Source: an optimization exercise on an open RTL-to-GDS flow (aim: small area, a short achievable clock period and few clock cycles per item). Production flows keep margins and buffers that such runs may drop.
Function was checked by simulation only, so behaviour that the tests miss may differ from the original.
Power is estimated from default activity; no workload was simulated.

## life_cell_automaton_stencil
module life_cell_automaton_stencil #(
    parameter int unsigned COLS_LIMIT = 512,
    parameter int unsigned MAX_ROWS   = 512
) (
    input  logic                       i_clk,
    input  logic                       i_rst_n,
    input  logic                       i_cfg_we,
    input  logic [1:0]                 i_cfg_index,
    input  logic [lcas_pkg::CFG_W-1:0] i_cfg_data,
    input  logic                       i_cell_valid,
    output logic                       o_cell_stall,
    input  logic                       i_cell_alive,
    output logic                       o_res_valid,
    input  logic                       i_res_stall,
    output logic                       o_next_alive,
    output logic                       o_tile_last
);
clock: 6.5 ns
lec_check: 0
abc_clock_period_in_ps: 2300
cap_margin: 20
core_margin: 2
core_utilization: 60
cts_cluster_diameter: 70
cts_cluster_size: 30
setup_slack_margin: 4.25
slew_margin: 20
standard.sh (not shown) runs the stock make flow with config.mk's settings and CLKGATE_MAP_FILE= SYNTH_SCRIPT=/design/flow/synth_recipe.tcl, a recipe that flattens the netlist after the stock synthesis.
==> flow/flow/run.sh <==
#!/bin/bash
# The standard layout, with two changes to the resizer's choices: port buffers
# are sky130_fd_sc_hd__buf_4 cells (the default choice may be a delay cell), and
# gate sizing may swap a cell for one of another footprint.
set -euo pipefail
bash standard.sh MATCH_CELL_FOOTPRINT=0 \
    "BUFFER_PORTS_ARGS=-buffer_cell sky130_fd_sc_hd__buf_4" \
    finish > flow_make.log 2>&1
The first run ran to the end with no violations.
Testbench counts at the start, summed over its fixed seeds: cycles 105,437, items 93,099.
Next try:
==> flow/run.sh (new file) <==
#!/bin/bash
# synth_recipe.tcl (not shown) runs the flow's synth.tcl, then flattens the netlist and writes it again
# the make line also repeats each setting of config.mk as NAME=value (left out here)
make -C /OpenROAD-flow-scripts/flow DESIGN_CONFIG=/design/flow/config.mk WORK_HOME=/design/flow/orfs CLKGATE_MAP_FILE= SYNTH_SCRIPT=/design/flow/synth_recipe.tcl finish
- ABC_CLOCK_PERIOD_IN_PS: 2300 -> 2400
- SETUP_SLACK_MARGIN: 4.25 -> 4.1
removed: flow/flow/run.sh
removed: flow/standard.sh
=> The new run completed with no timing, DRC or antenna violations; utilization is about the same; clock power is lower by about 5%; synthesized area stays the same; sequential share of layout area stays flat; setup slack hardly moves; flip-flop and latch count does not change; sequential power stays flat.
Next try:
==> flow/flow/run.sh (new file) <==
#!/bin/bash
# The standard layout, with two changes to the resizer's choices: port buffers
# are sky130_fd_sc_hd__buf_4 cells (the default choice may be a delay cell), and
# gate sizing may swap a cell for one of another footprint.
set -euo pipefail
bash standard.sh MATCH_CELL_FOOTPRINT=0 \
    "BUFFER_PORTS_ARGS=-buffer_cell sky130_fd_sc_hd__buf_4" \
    finish > flow_make.log 2>&1
==> flow/standard.sh (new file) <==
#!/bin/bash
# synth_recipe.tcl (not shown) runs the flow's synth.tcl, then flattens the netlist and writes it again
# the make line also repeats each setting of config.mk as NAME=value (left out here)
make -C /OpenROAD-flow-scripts/flow DESIGN_CONFIG=/design/flow/config.mk WORK_HOME=/design/flow/orfs CLKGATE_MAP_FILE= SYNTH_SCRIPT=/design/flow/synth_recipe.tcl "${@:-finish}"
removed: flow/run.sh
What happened: Via count goes down by 0.79%; register-to-register slack barely changes; synthesized cell count stays the same; hold slack stays flat; die area does not change; clock power rose by about 5%; wire length stays flat; worst setup slack is about the same; global-route usage is lower by 0.25 points.

* * *

Setup of north:
life_cell_automaton_stencil, a different RTL version from the one above (not shown whole).
Size: roughly 1600 cells after synthesis, ~1100 flip-flops, about 22 I/O pins, about 36000 um^2 of cells after synthesis.
export LEC_CHECK = 0
export ABC_CLOCK_PERIOD_IN_PS = 2400
export CAP_MARGIN = 20
export CORE_MARGIN = 2
export CORE_UTILIZATION = 60
export CTS_CLUSTER_DIAMETER = 60
export CTS_CLUSTER_SIZE = 24
export SETUP_SLACK_MARGIN = 4.1
export SLEW_MARGIN = 20
create_clock -name core_clock -period 6.5 [get_ports {i_clk}]
==> flow/flow/run.sh <==
#!/bin/bash
# The standard layout, with two changes to the resizer's choices: port buffers
# are sky130_fd_sc_hd__buf_4 cells (the default choice may be a delay cell), and
# gate sizing may swap a cell for one of another footprint.
set -euo pipefail
bash standard.sh MATCH_CELL_FOOTPRINT=0 \
    "BUFFER_PORTS_ARGS=-buffer_cell sky130_fd_sc_hd__buf_4" \
    finish > flow_make.log 2>&1
Having completed the whole flow, north delivered a layout that passed the timing, DRC and antenna checks.
Testbench counts of north, summed over its fixed seeds: cycles 105,305, items 93,099.
What south does differently from north at the input level:
Settings: a change of CTS_CLUSTER_DIAMETER from 60 to 70; a change of CTS_CLUSTER_SIZE from 24 to 30.
--- outcome ---
- Transition time at the pin with the least slew margin | south below north
- Worst setup slack delta (north -> south): insignificant
- The number of global-route vias before repair reported for south is smaller than that of north by about 0.9%.
- south does better than north on total power after layout.
- south vs. north: number of buffers inserted by post-CTS setup repair higher, share of total power in the clock network lower, share of final layout cell area taken by clock buffers and inverters lower, count of clock-buffer cells in the layout lower, end-of-flow core utilization lower.
Inputs modified between south and east:
Settings: ABC_AREA newly set to 1.
Findings:
- [east vs south] ratio of final minimum period to clock period: lower in east
- Cell area after layout in east vs south: up about 0.6%
- Number of vias per cell sits lower in east than in south.
- The synthesized cell count of east is higher than that of south.
- o_tile_last as the last element of the critical path was reported by south, and o_cell_stall by east.
- Share of cell area taken by flip-flops and latches (east over south): decrease, 0.56 points

* * *

Another version of the RTL of life_cell_automaton_stencil (not shown whole).
For scale: roughly 22 I/O pins, about 0.035 mm2 of cells after synthesis.
Settings: LEC_CHECK=0, ABC_AREA=1, ABC_CLOCK_PERIOD_IN_PS=2400, CAP_MARGIN=20, CORE_MARGIN=2, CORE_UTILIZATION=65, CTS_CLUSTER_DIAMETER=65, CTS_CLUSTER_SIZE=28, SETUP_SLACK_MARGIN=4.1, SLEW_MARGIN=20; clock period 6.5 ns.
==> flow/flow/run.sh <==
#!/bin/bash
# The standard layout, with three changes: port buffers are
# sky130_fd_sc_hd__buf_4 cells (the default choice may be a delay cell), gate
# sizing may swap a cell for one of another footprint, and clock tree
# synthesis clusters sinks without insertion delay.
set -euo pipefail
bash standard.sh MATCH_CELL_FOOTPRINT=0 \
    "BUFFER_PORTS_ARGS=-buffer_cell sky130_fd_sc_hd__buf_4" \
    "CTS_ARGS=-sink_clustering_enable -repair_clock_nets -sink_clustering_size 28 -sink_clustering_max_diameter 65 -no_insertion_delay" \
    finish > flow_make.log 2>&1
Testbench counts at the start, summed over its fixed seeds: cycles 105,305, items 93,099.
Rerun with:
==> flow/flow/run.sh (replaced) <==
#!/bin/bash
# The standard layout, with two changes to the resizer's choices: port buffers
# are sky130_fd_sc_hd__buf_4 cells (the default choice may be a delay cell), and
# gate sizing may swap a cell for one of another footprint.
set -euo pipefail
bash standard.sh MATCH_CELL_FOOTPRINT=0 \
    "BUFFER_PORTS_ARGS=-buffer_cell sky130_fd_sc_hd__buf_4" \
    finish > flow_make.log 2>&1
SETUP_SLACK_MARGIN = 4.3   (was 4.1)
Hold slack barely changes.
Wire length is higher by 0.50%.
Critical path depth does not change.
First-iteration DRC count rose by 3.3%.
Clock power stays flat.

* * *

Starting RTL as in the previous note.
Settings: LEC_CHECK=0, ABC_AREA=1, ABC_CLOCK_PERIOD_IN_PS=2300, CAP_MARGIN=20, CORE_MARGIN=2, CORE_UTILIZATION=65, CTS_CLUSTER_DIAMETER=60, CTS_CLUSTER_SIZE=26, SETUP_SLACK_MARGIN=4.2, SLEW_MARGIN=20; clock period 6.5 ns.
==> flow/flow/run.sh <==
#!/bin/bash
# The standard layout, with two changes to the resizer's choices: port buffers
# are sky130_fd_sc_hd__buf_4 cells (the default choice may be a delay cell), and
# gate sizing may swap a cell for one of another footprint.
set -euo pipefail
bash standard.sh MATCH_CELL_FOOTPRINT=0 \
    "BUFFER_PORTS_ARGS=-buffer_cell sky130_fd_sc_hd__buf_4" \
    finish > flow_make.log 2>&1
Testbench counts at the start, summed over its fixed seeds: cycles 105,305, items 93,099.
Rerun with:
Settings changed: CTS_CLUSTER_DIAMETER 60 to 65, CTS_CLUSTER_SIZE 26 to 28, SETUP_SLACK_MARGIN 4.2 to 4.15.
Combinational power fell slightly.
Setup slack is better by 0.012 ns.
Cell area hardly moves.
Synthesized cell count does not change.
Clock power goes down by a few percent.
Die area does not change.
Count of clock-buffer cells in the layout is lower by 5.
First-iteration DRC count is about the same.
Power falls slightly.
Routed wire length decreases slightly.
Rerun with:
Settings changed: ABC_CLOCK_PERIOD_IN_PS 2300 to 2400, CORE_UTILIZATION 65 to 80, CTS_CLUSTER_DIAMETER 65 to 45, CTS_CLUSTER_SIZE 28 to 22, SETUP_SLACK_MARGIN 4.15 to 4.1.
This time the run died in detailed placement (DPL-0033).
Synthesized area is unchanged.
Synthesized cell count stays the same.
Rerun with:
==> flow/flow/run.sh (replaced) <==
#!/bin/bash
# The standard layout, with three changes: port buffers are
# sky130_fd_sc_hd__buf_4 cells (the default choice may be a delay cell), gate
# sizing may swap a cell for one of another footprint, and clock tree
# synthesis balances buffer levels.
set -euo pipefail
bash standard.sh MATCH_CELL_FOOTPRINT=0 \
    "BUFFER_PORTS_ARGS=-buffer_cell sky130_fd_sc_hd__buf_4" \
    "CTS_ARGS=-sink_clustering_enable -repair_clock_nets -sink_clustering_size 28 -sink_clustering_max_diameter 65 -balance_levels" \
    finish > flow_make.log 2>&1
Settings changed: CORE_UTILIZATION 80 to 65, CTS_CLUSTER_DIAMETER 45 to 65, CTS_CLUSTER_SIZE 22 to 28.
=> This time the run passed the timing, DRC and antenna checks. Synthesized cell count stays the same. Area after synthesis is unchanged.
Rerun with:
==> flow/flow/run.sh (replaced) <==
#!/bin/bash
# The standard layout, with two changes to the resizer's choices: port buffers
# are sky130_fd_sc_hd__buf_4 cells (the default choice may be a delay cell), and
# gate sizing may swap a cell for one of another footprint.
set -euo pipefail
bash standard.sh MATCH_CELL_FOOTPRINT=0 \
    "BUFFER_PORTS_ARGS=-buffer_cell sky130_fd_sc_hd__buf_4" \
    finish > flow_make.log 2>&1
Settings changed: CORE_UTILIZATION 65 to 75, CTS_CLUSTER_DIAMETER 65 to 50, CTS_CLUSTER_SIZE 28 to 24.
=> With this change the flow did not get past clock tree synthesis on DPL-0033; synthesized area is unchanged; synthesized cell count does not change.
Rerun with:
Settings changed: CORE_UTILIZATION 75 to 65, CTS_CLUSTER_DIAMETER 50 to 65, CTS_CLUSTER_SIZE 24 to 28.
This time the run passed the timing, DRC and antenna checks.
Area after synthesis stays the same.
Synthesized cell count stays the same.

## separate check: timing with driven ports
How much do the figures lean on ideal ports? The routed layouts below were timed once more, with nothing changed but the port constraints.
Step 1 assumes that a clkbuf_16 drives the clock port and a buf_2 every other input.
Step 2 times the ports against the registers' clock, not the clock port: input delays grow and output delays shrink by t, the midpoint of the rising clock arrivals with the driver on.
a / b / c = ideal ports / drivers / drivers and shift; a / b = the first two.
run | t (ns) | setup slack, ns | slew at the worst register clock pin (ns)
the first run of note 1 | 0.674 | 4.113 / 4.053 / 3.595 | 0.11 / 0.11
the second run of note 1 | 0.673 | 4.112 / 4.052 / 3.484 | 0.11 / 0.11
the third run of note 1 | 0.674 | 4.114 / 4.053 / 3.538 | 0.11 / 0.11
north | 0.680 | 4.090 / 4.029 / 3.584 | 0.09 / 0.09
south | 0.670 | 4.089 / 4.032 / 3.583 | 0.11 / 0.11
east | 0.665 | 4.130 / 4.074 / 3.595 | 0.11 / 0.11
the first run of note 3 | 0.671 | 4.144 / 4.087 / 3.707 | 0.10 / 0.10
the second run of note 3 | 0.671 | 4.143 / 4.086 / 3.828 | 0.10 / 0.10
the first run of note 4 | 0.672 | 4.131 / 4.073 / 3.757 | 0.10 / 0.10
the second run of note 4 | 0.671 | 4.143 / 4.085 / 3.709 | 0.10 / 0.10
the fourth run of note 4 | 0.671 | 4.144 / 4.087 / 3.707 | 0.10 / 0.10
the sixth run of note 4 | 0.671 | 4.144 / 4.087 / 3.707 | 0.10 / 0.10
After both steps every run listed still meets setup and hold. The setup slack of the second run of note 1, which loses most, moves by -0.060 ns with the drivers and by -0.628 ns with both steps.
